Source: an optimization exercise on an open RTL-to-GDS flow (aim: small area and a short achievable clock period). Production flows keep margins and buffers that such runs may drop.
Only simulation tests tie the RTL to the original design; equivalence was not proved.
Power and IR drop assume default switching activity.

==> build 38 <==
==> flow/design.v <==
module mem_port_arbiter (
  input  logic        clk,
  input  logic        rst,
  input  logic        req_0_vld_in,
  input  logic [47:0] req_0_address_in,
  output logic        req_0_afull_out,
  input  logic        req_1_vld_in,
  input  logic [47:0] req_1_address_in,
  output logic        req_1_afull_out,
  input  logic        req_2_vld_in,
  input  logic [47:0] req_2_address_in,
  output logic        req_2_afull_out,
  input  logic        rsp_0_afull_in,
  output logic        rsp_0_write_en_out,
  output logic [63:0] rsp_0_data_out,
  input  logic        rsp_1_afull_in,
  output logic        rsp_1_write_en_out,
  output logic [63:0] rsp_1_data_out,
  input  logic        rsp_2_afull_in,
  output logic        rsp_2_write_en_out,
  output logic [63:0] rsp_2_data_out,
  input  logic        mem_rq_afull_in,
  output logic        mem_rq_vld_out,
  output logic [47:0] mem_rq_address_out,
  output logic        mem_rs_afull_out,
  input  logic        mem_rs_write_en_in,
  input  logic [63:0] mem_rs_data_in,
  output logic        idle_out,
  output logic        err_out
);
  localparam int NREQ = 3;
  localparam int AW   = 48;
  localparam int DW   = 64;
  localparam int IND  = 16;
  localparam int TAGD = 64;
  logic [NREQ-1:0] push_vld;
  logic [AW-1:0]   push_addr [NREQ];
  assign push_vld     = {req_2_vld_in, req_1_vld_in, req_0_vld_in};
  assign push_addr[0] = req_0_address_in;
  assign push_addr[1] = req_1_address_in;
  assign push_addr[2] = req_2_address_in;
  logic [AW-1:0]   in_mem [NREQ][IND];
  logic [4:0]      in_wr_ptr [NREQ];
  logic [4:0]      in_rd_ptr [NREQ];
  logic [4:0]      in_occ    [NREQ];
  logic [NREQ-1:0] in_nonempty, in_full, push_ok, pop, in_up, in_dn, req_afull;
  always_comb begin
    for (int r = 0; r < NREQ; r++) begin
      in_occ[r]  = in_wr_ptr[r] - in_rd_ptr[r];
      push_ok[r] = push_vld[r] & ~in_full[r];
    end
  end
  logic [1:0]      last_id;
  logic [1:0]      cand;
  logic [NREQ-1:0] cand_oh;
  logic            any_nonempty;
  logic            grant_vld;
  logic            tag_full;
  always_comb begin
    case (last_id)
      2'd0:    cand = in_nonempty[1] ? 2'd1 : (in_nonempty[2] ? 2'd2 : 2'd0);
      2'd1:    cand = in_nonempty[2] ? 2'd2 : (in_nonempty[0] ? 2'd0 : 2'd1);
      default: cand = in_nonempty[0] ? 2'd0 : (in_nonempty[1] ? 2'd1 : 2'd2);
    endcase
    for (int r = 0; r < NREQ; r++) cand_oh[r] = (cand == 2'(r));
  end
  assign any_nonempty = |in_nonempty;
  assign grant_vld    = ~mem_rq_afull_in & ~tag_full & any_nonempty;
  always_comb begin
    for (int r = 0; r < NREQ; r++) begin
      pop[r]   = ~mem_rq_afull_in & ~tag_full & cand_oh[r] & in_nonempty[r];
      in_up[r] = push_ok[r] & ~pop[r];
      in_dn[r] = pop[r] & ~push_ok[r];
    end
  end
  always_ff @(posedge clk) begin
    for (int r = 0; r < NREQ; r++) begin
      for (int e = 0; e < IND; e++) begin
        if (!in_full[r] && in_wr_ptr[r][3:0] == 4'(e)) in_mem[r][e] <= push_addr[r];
      end
    end
  end
  always_ff @(posedge clk) begin
    if (rst) begin
      for (int r = 0; r < NREQ; r++) begin
        in_wr_ptr[r] <= '0;
        in_rd_ptr[r] <= '0;
      end
      in_nonempty <= '0;
      in_full     <= '0;
      req_afull   <= '0;
    end else begin
      for (int r = 0; r < NREQ; r++) begin
        if (push_ok[r]) in_wr_ptr[r] <= in_wr_ptr[r] + 5'd1;
        if (pop[r])     in_rd_ptr[r] <= in_rd_ptr[r] + 5'd1;
        if (in_up[r]) begin
          in_nonempty[r] <= 1'b1;
          in_full[r]     <= (in_occ[r] == 5'd15);
          req_afull[r]   <= (in_occ[r] >= 5'd11);
        end else if (in_dn[r]) begin
          in_nonempty[r] <= (in_occ[r] != 5'd1);
          in_full[r]     <= 1'b0;
          req_afull[r]   <= (in_occ[r] >= 5'd13);
        end else begin
          req_afull[r]   <= (in_occ[r] >= 5'd12);
        end
      end
    end
  end
  logic [AW-1:0] head [NREQ];
  logic [AW-1:0] pick;
  always_comb begin
    pick = '0;
    for (int r = 0; r < NREQ; r++) begin
      head[r] = '0;
      for (int e = 0; e < IND; e++) begin
        head[r] = head[r] | ({AW{in_rd_ptr[r][3:0] == 4'(e)}} & in_mem[r][e]);
      end
      pick = pick | ({AW{cand_oh[r]}} & head[r]);
    end
  end
  logic          rq_vld;
  logic [AW-1:0] rq_addr;
  always_ff @(posedge clk) begin
    rq_addr <= pick;
  end
  always_ff @(posedge clk) begin
    if (rst) begin
      rq_vld  <= 1'b0;
      last_id <= 2'd2;
    end else begin
      rq_vld <= grant_vld;
      if (grant_vld) last_id <= cand;
    end
  end
  logic [1:0] tag_mem [TAGD];
  logic [6:0] tag_wr_ptr, tag_rd_ptr, tag_occ;
  logic       tag_nonempty, tag_pop, tag_up, tag_dn, rs_orphan;
  logic [1:0] tag_head;
  assign tag_occ   = tag_wr_ptr - tag_rd_ptr;
  assign tag_pop   = mem_rs_write_en_in & tag_nonempty;
  assign rs_orphan = mem_rs_write_en_in & ~tag_nonempty;
  assign tag_up    = grant_vld & ~tag_pop;
  assign tag_dn    = tag_pop & ~grant_vld;
  assign tag_head  = tag_mem[tag_rd_ptr[5:0]];
  always_ff @(posedge clk) begin
    for (int e = 0; e < TAGD; e++) begin
      if (!tag_full && tag_wr_ptr[5:0] == 6'(e)) tag_mem[e] <= cand;
    end
  end
  always_ff @(posedge clk) begin
    if (rst) begin
      tag_wr_ptr   <= '0;
      tag_rd_ptr   <= '0;
      tag_nonempty <= 1'b0;
      tag_full     <= 1'b0;
    end else begin
      if (grant_vld) tag_wr_ptr <= tag_wr_ptr + 7'd1;
      if (tag_pop)   tag_rd_ptr <= tag_rd_ptr + 7'd1;
      if (tag_up) begin
        tag_nonempty <= 1'b1;
        tag_full     <= (tag_occ == 7'd63);
      end else if (tag_dn) begin
        tag_nonempty <= (tag_occ != 7'd1);
        tag_full     <= 1'b0;
      end
    end
  end
  logic [NREQ-1:0] rsp_we;
  logic [DW-1:0]   rsp_data;
  logic            err, rs_afull, idle;
  always_ff @(posedge clk) begin
    rsp_data <= mem_rs_data_in;
  end
  always_ff @(posedge clk) begin
    if (rst) begin
      rsp_we   <= '0;
      err      <= 1'b0;
      rs_afull <= 1'b0;
      idle     <= 1'b1;
    end else begin
      for (int r = 0; r < NREQ; r++) rsp_we[r] <= tag_pop & (tag_head == 2'(r));
      err      <= err | (|(push_vld & in_full)) | rs_orphan;
      rs_afull <= rsp_0_afull_in | rsp_1_afull_in | rsp_2_afull_in;
      idle     <= ~tag_nonempty & ~any_nonempty & ~(|push_vld);
    end
  end
  assign req_0_afull_out    = req_afull[0];
  assign req_1_afull_out    = req_afull[1];
  assign req_2_afull_out    = req_afull[2];
  assign rsp_0_write_en_out = rsp_we[0];
  assign rsp_1_write_en_out = rsp_we[1];
  assign rsp_2_write_en_out = rsp_we[2];
  assign rsp_0_data_out     = rsp_data;
  assign rsp_1_data_out     = rsp_data;
  assign rsp_2_data_out     = rsp_data;
  assign mem_rq_vld_out     = rq_vld;
  assign mem_rq_address_out = rq_addr;
  assign mem_rs_afull_out   = rs_afull;
  assign idle_out           = idle;
  assign err_out            = err;
endmodule
==> flow/run.sh <==
#!/bin/bash
# synth_recipe.tcl (not shown) runs the flow's synth.tcl, then flattens the netlist and writes it again
# the make line also repeats each setting of config.mk as NAME=value (left out here)
make -C /OpenROAD-flow-scripts/flow DESIGN_CONFIG=/design/flow/config.mk WORK_HOME=/design/flow/orfs CLKGATE_MAP_FILE= SYNTH_SCRIPT=/design/flow/synth_recipe.tcl finish
==> flow/config.mk <==
export PLATFORM = sky130hd
export DESIGN_NAME = mem_port_arbiter
export DESIGN_NICKNAME = mem_port_arbiter
export VERILOG_FILES = /design/flow/design.v
export SDC_FILE = /design/flow/constraint.sdc
export NUM_CORES = 4
export LEC_CHECK = 0
export CAP_MARGIN = 20
export CORE_MARGIN = 2
export CORE_UTILIZATION = 60
export SETUP_SLACK_MARGIN = 4
export SLEW_MARGIN = 20
==> flow/constraint.sdc <==
create_clock -name core_clock -period 6.0 [get_ports {clk}]
set_input_delay 1.2000 -clock core_clock [delete_from_list [all_inputs] [get_ports {clk}]]
set_output_delay 1.2000 -clock core_clock [all_outputs]
set_load 0.01 [all_outputs]
==> build 5: changes against build 38 <==
--- a/flow/design.v
+++ b/flow/design.v
@@ -107,14 +107,21 @@
       end
     end
   end
-  logic [AW-1:0] head [NREQ];
-  logic [AW-1:0] pick;
+  logic [IND-1:0] rd_oh [NREQ];
+  logic [AW-1:0]  head  [NREQ];
+  logic [AW-1:0]  pick;
+  always_ff @(posedge clk) begin
+    for (int r = 0; r < NREQ; r++) begin
+      if (rst)         rd_oh[r] <= IND'(1);
+      else if (pop[r]) rd_oh[r] <= {rd_oh[r][IND-2:0], rd_oh[r][IND-1]};
+    end
+  end
   always_comb begin
     pick = '0;
     for (int r = 0; r < NREQ; r++) begin
       head[r] = '0;
       for (int e = 0; e < IND; e++) begin
-        head[r] = head[r] | ({AW{in_rd_ptr[r][3:0] == 4'(e)}} & in_mem[r][e]);
+        head[r] = head[r] | ({AW{rd_oh[r][e]}} & in_mem[r][e]);
       end
       pick = pick | ({AW{cand_oh[r]}} & head[r]);
     end
==> flow/flow/run.sh (new file) <==
#!/bin/bash
# The standard layout (standard.sh, synthesis unchanged) with two
# changes: the port buffers are the smallest buffer cell, and after global
# placement each flip-flop that only feeds output-port buffers is moved next
# to those buffers (pull_out_flops.tcl) before legalization. Each step's
# output goes to its own log file in this folder.
set -euo pipefail
PORTBUF="BUFFER_PORTS_ARGS=-buffer_cell sky130_fd_sc_hd__buf_1"
RES="$PWD/orfs/results/${FLOW_PLATFORM}/mem_port_arbiter/base"
bash standard.sh synth > synth.log 2>&1
bash standard.sh "$PORTBUF" floorplan > floorplan.log 2>&1
bash standard.sh "$PORTBUF" "$RES/3_3_place_gp.odb" > place_gp.log 2>&1
cp "$RES/3_3_place_gp.odb" "$RES/3_3_place_gp.unpulled.odb"
ODB_IN="$RES/3_3_place_gp.unpulled.odb" ODB_OUT="$RES/3_3_place_gp.odb" \
  openroad -no_init -exit flow/pull_out_flops.tcl > pull_out_flops.log 2>&1
bash standard.sh "$PORTBUF" place > place.log 2>&1
bash standard.sh "$PORTBUF" cts > cts.log 2>&1
bash standard.sh "$PORTBUF" route > route.log 2>&1
bash standard.sh "$PORTBUF" finish > finish.log 2>&1
test -f out/final.def
==> flow/flow/pull_out_flops.tcl (new file) <==
# Move each flip-flop whose output feeds only output-port buffers next to
# those buffers (their centroid), before legalization.
read_db $::env(ODB_IN)
set block [ord::get_db_block]
set moved 0
foreach bt [$block getBTerms] {
  if {[$bt getIoType] ne "OUTPUT"} continue
  set net [$bt getNet]
  if {$net eq "NULL"} continue
  # the output buffer driving this port
  set buf ""
  foreach it [$net getITerms] { if {[$it isOutputSignal]} { set buf [$it getInst] } }
  if {$buf eq ""} continue
  # the buffer's input net and its driver
  set in_net ""
  foreach it [$buf getITerms] { if {[$it isInputSignal]} { set in_net [$it getNet] } }
  if {$in_net eq "" || $in_net eq "NULL"} continue
  set drv ""
  foreach it [$in_net getITerms] { if {[$it isOutputSignal]} { set drv [$it getInst] } }
  if {$drv eq ""} continue
  if {![[$drv getMaster] isSequential]} continue
  set key [$drv getName]
  if {[info exists seen($key)]} continue
  set seen($key) 1
  # all loads must be port buffers
  set xs 0; set ys 0; set n 0; set ok 1
  foreach it [$in_net getITerms] {
    if {[$it isOutputSignal]} continue
    set li [$it getInst]
    set onet ""
    foreach jt [$li getITerms] { if {[$jt isOutputSignal]} { set onet [$jt getNet] } }
    if {$onet eq "" || $onet eq "NULL" || [llength [$onet getBTerms]] == 0} { set ok 0; break }
    set bb [$li getBBox]
    set xs [expr {$xs + ([$bb xMin] + [$bb xMax]) / 2}]
    set ys [expr {$ys + ([$bb yMin] + [$bb yMax]) / 2}]
    incr n
  }
  if {!$ok || $n == 0} continue
  set w [[$drv getMaster] getWidth]; set h [[$drv getMaster] getHeight]
  $drv setLocation [expr {$xs / $n - $w / 2}] [expr {$ys / $n - $h / 2}]
  incr moved
}
puts "pull_out_flops: moved $moved flip-flops"
write_db $::env(ODB_OUT)
==> flow/standard.sh (new file) <==
#!/bin/bash
# synth_recipe.tcl (not shown) runs the flow's synth.tcl, then flattens the netlist and writes it again
# the make line also repeats each setting of config.mk as NAME=value (left out here)
make -C /OpenROAD-flow-scripts/flow DESIGN_CONFIG=/design/flow/config.mk WORK_HOME=/design/flow/orfs CLKGATE_MAP_FILE= SYNTH_SCRIPT=/design/flow/synth_recipe.tcl "${@:-finish}"
ABC_AREA = 1   (was not set)
CTS_CLUSTER_DIAMETER = 150   (was not set)
CTS_CLUSTER_SIZE = 30   (was not set)
SETUP_SLACK_MARGIN = 3.7   (was 4)
removed: flow/run.sh
==> summary of the runs <==
- Build 5 completed without violations. Build 38 finished with timing, DRC and antenna clean.
- First-iteration DRC count: build 5 is lower than build 38 (about 16%).
- Between build 38 and build 5, the lower critical path depth is in build 5 (gap 9).
- In build 38 the total power is higher than in build 5, by 6.3%.
- Design area: build 38 is higher than build 5 (about 10%).
- In build 5 the combinational power is higher than in build 38, by about 140%.
- Between build 5 and build 38, the lower via count is in build 38 (gap 1.9%, measured against build 38).
- Against build 5, the core utilization of build 38 is higher by 9.5 points.

## what the ideal ports hide
In the flow no input, the clock included, has a driving cell. The finished layouts below were timed again as built, in two steps. Step 1: set_driving_cell puts a clkbuf_16 on clk and a buf_2 on each other input, an assumption about the parent block. Step 2 moves the port delays by t, midway between the first and last clock arrival at a register: inputs arrive t later, outputs are due t later. That takes back most of the time a late clock gives input paths. Slacks: no drivers / after step 1 / after step 2; pairs: no drivers / after step 1.
| run | t (ns) | slack for setup (ns) | hold slack, ns |
|---|---|---|---|
| build 38 | 0.986 | 3.241 / 3.241 / 2.829 | 0.518 / 0.518 / 0.518 |
| build 5 | 0.863 | 3.514 / 3.421 / 3.072 | 0.486 / 0.437 / 0.486 |
After both steps every run listed still meets setup and hold. For build 5, which loses most, drivers alone change the setup slack by -0.093 ns; drivers and shift together by -0.442 ns.
